From an optimization exercise on the open Yosys and OpenROAD flow, aimed at small area, a short achievable clock period and few clock cycles; shortcuts taken in it are not production practice.
The RTL was checked by simulation tests, not by an equivalence proof against the original design.
Power and IR drop assume default switching activity.

==> flow/design.v, too long to show whole: its modules and the start of the top module <==
// module shwm_ctrl: 178 lines
// module shwm_datapath: 146 lines
// module shwm_tree: 5028 lines
// module sequence_hamming_window_matcher_top: 72 lines
module sequence_hamming_window_matcher_top (
    input  logic                              i_clk,
    input  logic                              i_rst_n,
    input  logic                              i_in_valid,
    output logic                              o_in_stall,
    input  shwm_pkg::t_in_beat                i_in,
    output logic                              o_out_valid,
    input  logic                              i_out_stall,
    output shwm_pkg::t_out_beat               o_out,
    input  logic                              i_cfg_we,
    input  logic [shwm_pkg::CFG_IDX_W-1:0]    i_cfg_idx,
    input  logic [shwm_pkg::CFG_DATA_W-1:0]   i_cfg_wdata
);
  // ...
==> flow/flow/run.sh <==
#!/bin/bash
set -euo pipefail
sed 's/"\${@:-finish}"/SETUP_SLACK_MARGIN=6.6 "${@:-finish}"/' standard.sh > standard_margin.sh
grep -q 'SETUP_SLACK_MARGIN=6.6' standard_margin.sh
bash standard_margin.sh > flow_make.log 2>&1
==> flow/standard.sh <==
#!/bin/bash
# synth_recipe.tcl (not shown) runs the flow's synth.tcl, then flattens the netlist and writes it again
# the make line also repeats each setting of config.mk as NAME=value (left out here)
make -C /OpenROAD-flow-scripts/flow DESIGN_CONFIG=/design/flow/config.mk WORK_HOME=/design/flow/orfs CLKGATE_MAP_FILE= SYNTH_SCRIPT=/design/flow/synth_recipe.tcl "${@:-finish}"
==> flow/config.mk <==
export PLATFORM = sky130hd
export DESIGN_NAME = sequence_hamming_window_matcher_top
export DESIGN_NICKNAME = sequence_hamming_window_matcher_top
export VERILOG_FILES = /design/flow/design.v
export SDC_FILE = /design/flow/constraint.sdc
export NUM_CORES = 4
export LEC_CHECK = 0
export ABC_CLOCK_PERIOD_IN_PS = 3000
export CAP_MARGIN = 20
export CELL_PAD_IN_SITES_DETAIL_PLACEMENT = 1
export CELL_PAD_IN_SITES_GLOBAL_PLACEMENT = 2
export CORE_MARGIN = 2
export CORE_UTILIZATION = 55
export PLACE_DENSITY = 0.65
export SLEW_MARGIN = 20
==> flow/constraint.sdc <==
create_clock -name core_clock -period 10.0 [get_ports {i_clk}]
set_input_delay 2.0000 -clock core_clock [delete_from_list [all_inputs] [get_ports {i_clk}]]
set_output_delay 2.0000 -clock core_clock [all_outputs]
set_load 0.01 [all_outputs]
==> out/qor.yml, run 1 <==
seqPwrFrac: 0.360
start_kind: "register"
crit_fanout: 3
whs_path_depth: 0
pg_clk_mw: 27.3
met2_length_mm: 546.5
worst_r2r_path_depth: 7
buf_share: 0.02210
post_cts_buffers: 22
p_clk_frac: 0.281
grtUsageMet2: 0.7080
clockBufferDepth: 4
cts_hold_buf: 0
clockBufferCount: 1002
critPathArrivalTime_ps: 1810
routed.top_layer: "met5"
synth_common_cells: "5,342 x edfxtp_1, 2,947 x nand2_1, 1,616 x dfxtp_1, 1,153 x a22oi_1, 1,009 x fa_1"
synth_top_area_cell: "edfxtp_1"
hold_viol_final: 0
nNonClkBuffers: 738
gp_congestion: 1.057
grtUsageMet1: 0.6454
seq_cell_count: 6958
fin_setup_tns_ps: 0
drive_gt1_frac: 0.1500
fin_ws_ps: 6187
io_buffers: 110
outcome: "timing/DRC/antenna clean"
reg2reg_from: "u_datapath.r_ptr[60]$_SDFF_PP0_"
cts_buffers: 713
wl_met1_mm: 446.8
cp-endpoint: "o_in_stall"
powerDensity_nw_per_um2: 309.5
final_common_cell: "edfxtp_1"
Testbench counts, summed over its fixed seeds: cycles 33,297.
==> inputs of run 2 (changes only) <==
--- a/flow/config.mk
+++ b/flow/config.mk
@@ -11,5 +11,5 @@
 export CELL_PAD_IN_SITES_GLOBAL_PLACEMENT = 2
 export CORE_MARGIN = 2
-export CORE_UTILIZATION = 55
-export PLACE_DENSITY = 0.65
+export CORE_UTILIZATION = 68
+export PLACE_DENSITY = 0.78
 export SLEW_MARGIN = 20
==> out/qor.yml, run 2 <==
synth_common_cells: "5,342 x edfxtp_1, 2,947 x nand2_1, 1,616 x dfxtp_1, 1,153 x a22oi_1, 1,009 x fa_1"  # unchanged
placed_area_um2: 287000  # was 289,300 µm²
cts_sinks: 6958  # unchanged
htreeDepth: 6  # unchanged
start_util: 0.6838  # was 0.5512
yosysTopAreaCellShare: 0.5768  # unchanged
synth_edf_count: 5342  # unchanged
synth_seq_cells: 6958  # unchanged
ys_top_cells_by_area: "edfxtp_1 58%, dfxtp_1 12%, fa_1 7.3%"  # unchanged
die_h_um: 643.5  # was 715.1 µm
synth_top_area_cell: "edfxtp_1"  # unchanged
synth_flop_cell: "edfxtp_1"  # unchanged
syn_area_per_cell_um2: 15.14  # unchanged
synth_cell_types: 66  # unchanged
syn_area_um2: 278100  # unchanged
hpwl_mm: 866.2  # was 897.5 mm
pre_cts_slack_ps: 5334  # was 5319 ps
io_buffers: 110  # unchanged
synthArstFlopShare: 0  # unchanged
pin_count: 111  # unchanged
synth_most_common_cell: "edfxtp_1"  # unchanged
row_count: 234  # was 261
place_inst: 23470  # was 24,820
outcome: "aborted with a tool error"  # was timing/DRC/antenna clean
stop_stage: "global routing"
syn_inst: 18370  # unchanged
cts-root-buf: "clkbuf_16"  # unchanged
syn-num-nets: 19580  # unchanged
gp_congestion: 1.204  # was 1.057
cts_buffers: 676  # was 713
clockBufferDepth: 4  # unchanged
error: "[ERROR GRT-0116] Global routing finished with congestion. Check the congestion regions in the DRC Viewer."
die_width_um: 643.5  # was 715.1 µm
yosys_warnings: 7  # unchanged
ys_seq_area_frac: 0.6932  # unchanged
grt_max_degree: 167
-- run 2: timing repair --
| item | 4_1_cts |
|---|---|
| hold buffers | 0 |
| resized for setup | 292 |
| gates cloned | 26 |
| setup endpoints to repair | 3285 |
| setup buffers | 38 |
| pin swaps | 45 |
-- run 2: power groups by stage --
stage,logic (mW),clock network (mW),registers (mW)
CTS,37.5,26.8,35.1
global placement,34.1,0,35.4
detailed placement,35.6,0,35.5
floorplan,13.8,0,35.1
-- run 2: worst max path at each step --
stage               slack [ps]                                 to  cells after the start                         start
CTS                       6200  u_datapath.r_win[8][11]$_DFFE_PP_                      6  u_ctrl.r_len[4]$_SDFFE_PN0P_
detailed placement        5330          u_ctrl.r_stall$_SDFF_PN0_                     13                   i_out_stall
global placement          5340          u_ctrl.r_stall$_SDFF_PN0_                     13                   i_out_stall
floorplan                 6050   u_datapath.r_win[0][0]$_DFFE_PP_                      7     u_ctrl.r_stall$_SDFF_PN0_
-- run 2: logic make-up after synthesis --
kind of cell    after synthesis  synth area share
mux                        1007           0.04060
flops                      6958            0.6932
fa+ha+maj                  1118           0.07754
buf+inv                    1578           0.02220
simple gates               4343           0.06744
xor+xnor                   1062           0.03355
compound gates             2304           0.06551
==> inputs of run 3 (changes only) <==
==> flow/flow/run.sh (replaced) <==
#!/bin/bash
set -euo pipefail
CTS='CTS_ARGS=-sink_clustering_enable -repair_clock_nets -sink_clustering_size 20 -sink_clustering_max_diameter 60 -dont_use_dummy_load'
sed "s/\"\\\${@:-finish}\"/SETUP_SLACK_MARGIN=6.6 '$CTS' \"\${@:-finish}\"/" standard.sh > standard_margin.sh
grep -q 'SETUP_SLACK_MARGIN=6.6' standard_margin.sh
grep -q 'dont_use_dummy_load' standard_margin.sh
bash standard_margin.sh > flow_make.log 2>&1
--- a/flow/config.mk
+++ b/flow/config.mk
@@ -11,5 +11,5 @@
 export CELL_PAD_IN_SITES_GLOBAL_PLACEMENT = 2
 export CORE_MARGIN = 2
-export CORE_UTILIZATION = 68
-export PLACE_DENSITY = 0.78
+export CORE_UTILIZATION = 55
+export PLACE_DENSITY = 0.65
 export SLEW_MARGIN = 20
==> out/qor.yml, run 3 <==
final_cell_mix: "5,342 x edfxtp_1, 2,943 x nand2_1, 1,532 x dfxtp_1, 1,152 x a22oi_1, 966 x fa_1"
layout.cells.non_filler: 25620
critPathCaptureType: "output pin"
layout.nets: 19950
report.final.slew_viol_count: 0
fin_ws_ps: 6253
placed_area_um2: 289300  # was 287,000 µm²
cts-root-buf: "clkbuf_16"  # unchanged
hpwl_mm: 897.5  # was 866.2 mm
syn_inst: 18370  # unchanged
critPathMaxStageDelay_ps: 500
clock_latency_ps: 1150
p_total_mw: 90.01
first_pass_iters: 10
pre_cts_slack_ps: 5319  # was 5334 ps
tritoncts: "yes"
die_width_um: 715.1  # was 643.5 µm
synth_top_area_cell: "edfxtp_1"  # unchanged
rsz0062_at_grt: "true"
fin_skew_ps: 81.07
min_period_over_period: 0.3747
drive_gt1_frac: 0.1307
antenna_found_initial: 180
dieArea_um2: 511300
p_leak_nw: 106.6
start_util: 0.5512  # was 0.6838
min_path_type: "register to register"
design_area_um2: 305300
fin_crit_ps: 3747
gp_congestion: 1.057  # was 1.204
outcome: "timing/DRC/antenna clean"  # was aborted with a tool error
grt_pass1_vias: 176700
ys_top_cells_by_area: "edfxtp_1 58%, dfxtp_1 12%, fa_1 7.3%"  # unchanged
grt_usage: 0.5167
yosysTopAreaCellShare: 0.5768  # unchanged
ir_drop_mv: 0.6027
synth_common_cells: "5,342 x edfxtp_1, 2,947 x nand2_1, 1,616 x dfxtp_1, 1,153 x a22oi_1, 1,009 x fa_1"  # unchanged
fin_setup_tns_ps: 0
cts_buffers: 565  # was 676
synth_cell_types: 66  # unchanged
regMostFlops: "u_datapath.r_map"
max_slew.worst_pin.slew_ps: 1441
crit_path_top_delay_cell: "dfxtp_4"
syn_area_per_cell_um2: 15.14  # unchanged
yosys_warnings: 7  # unchanged
required_ps: 8000
drtIter0Drc: 39720
pin_count: 111  # unchanged
synthArstFlopShare: 0  # unchanged
max_freq_ghz: 0.2669
wl_per_cell_um: 52.66
avgViaCountPerCell: 7.429
syn_area_um2: 278100  # unchanged
grt_max_degree: 152
drc: 0
grt_overflow_total: 0
powerDensity_nw_per_um2: 294.9
clockBufferDepth: 4  # unchanged
multi_input_area_um2: 80010
crit_buf_inv: 1
routed_wirelength_mm: 1349
io_buffers: 110  # unchanged
cts_sinks: 6958  # unchanged
register_area_um2: 193000
syn-num-nets: 19580  # unchanged
die_h_um: 715.1  # was 643.5 µm
grt_first_pass_wirelength_mm: 1717
detail-route-antenna-nets: 0
whs_ps: 319.0
crit_fanout: 3
synth_seq_cells: 6958  # unchanged
row_count: 261  # was 234
n_fill_cell: 45420
final_common_cell: "edfxtp_1"
crit_type: "register to output pin"
synth_most_common_cell: "edfxtp_1"  # unchanged
largest_reg_flops: 4096
crit_family: "flip-flops"
num_vias: 190300
fin_util: 0.6050
area_growth_pct: 9.765
hold_viol_final: 0
start_kind: "register"
finalSetupViolations: 0
critPathArrivalTime_ps: 1750
top_regs: "u_datapath.r_map x4096, u_datapath.r_run x1024, u_datapath.r_win x1024"
synth_edf_count: 5342  # unchanged
path_cells: "buf_6"
place_inst: 24820  # was 23,470
clk_transition_reported_paths_ps: 70
ys_seq_area_frac: 0.6932  # unchanged
drv_cap: 0
core-area_um2: 504500
synth_flop_cell: "edfxtp_1"  # unchanged
cts_hold_buf: 0  # unchanged
max_slew_margin: 0.03626
htreeDepth: 6  # unchanged
## run 3: final cells by class
| class | count | share of cell area |
|---|---|---|
| inverters | 644 | 0.008013 |
| multi-input cells | 9844 | 0.2621 |
| well taps | 6706 | 0.02749 |
| clock buffers | 565 | 0.04632 |
| diodes | 176 | 0.001443 |
| repair buffers | 727 | 0.02221 |
| flip-flops and latches | 6958 | 0.6324 |
| repair inverters | 1 | 0.00002869 |
## run 3: worst paths after layout
| kind | from | to | slack (ps) | cells after the start |
|---|---|---|---|---|
| worst max-delay path | u_ctrl.r_stall$_SDFF_PN0_ | o_in_stall | 6250 | 1 |
| worst min-delay path | u_ctrl.r_at_last$_DFF_P_ | u_datapath.r_pl[1]$_DFF_P_ | 320 | 0 |
| worst max register to register | u_datapath.r_ptr[60]$_SDFF_PP0_ | u_datapath.r_run[15][42]$_DFF_P_ | 6260 | 7 |
| worst min register to register | u_ctrl.r_at_last$_DFF_P_ | u_datapath.r_pl[1]$_DFF_P_ | 320 | 0 |
## run 3: logic make-up (layout without fill, tap and decap cells)
| family | Yosys count | count (layout) | share of synthesized area |
|---|---|---|---|
| buffers and inverters | 1578 | 1937 | 0.02220 |
| xor gates and xnor gates | 1062 | 1062 | 0.03355 |
| adders and majority gates | 1118 | 1118 | 0.07754 |
| muxes | 1007 | 1007 | 0.04060 |
| other | 0 | 176 | 0 |
| AOI/OAI and AO/OA | 2304 | 2304 | 0.06551 |
| and+or+nand+nor | 4343 | 4353 | 0.06744 |
| DFF | 6958 | 6958 | 0.6932 |
## run 3: per-layer routing
layer / GRT usage / vias to the layer above / wire length, µm
met5: 0.004431 / - / 1306
met4: 0.3574 / 118 / 117200
met3: 0.2525 / 4831 / 241500
met2: 0.7006 / 20050 / 544100
met1: 0.6474 / 97890 / 445000
li1: - / 67460 / -
## run 3: power breakdown
group	internal (mW)	switching, mW
Clock	9.95	10.1
Sequential	33.5	1.57
Combinational	11.2	23.7
## run 3: repair_timing
item | in CTS | in global routing
gates resized for setup | 215 | 74
cloned | 10 | 5
pin swaps | 19 | 20
endpoints found under the setup margin | 1529 | 638
buffers inserted | 18 | 23

==> static timing again, ports no longer ideal <==
How much do the figures lean on ideal ports? The routed layouts below were timed once more, with nothing changed but the port constraints. Step 1 (the two cells are an assumption about what drives the block):
set clk [get_ports {i_clk}]
set_driving_cell -lib_cell sky130_fd_sc_hd__clkbuf_16 $clk
set_driving_cell -lib_cell sky130_fd_sc_hd__buf_2 [delete_from_list [all_inputs] $clk]
Step 2 moves the port delays by t, midway between the first and last clock arrival at a register: inputs arrive t later, outputs are due t later. That takes back most of the time a late clock gives input paths. Three values: no drivers, after step 1, after step 2; two values: the first two.
run	shift t [ns]	setup WS [ns]	hold slack, ns	slew at the worst register clock pin (ns)
run 1	1.298	6.187 / 6.042 / 5.823	0.321 / 0.321 / 0.321	0.07 / 0.07
run 3	1.257	6.253 / 6.103 / 5.732	0.319 / 0.319 / 0.319	0.09 / 0.09
After both steps setup and hold are still met in every run listed. For run 3, which loses most, drivers alone change the setup slack by -0.150 ns; drivers and shift together by -0.521 ns.
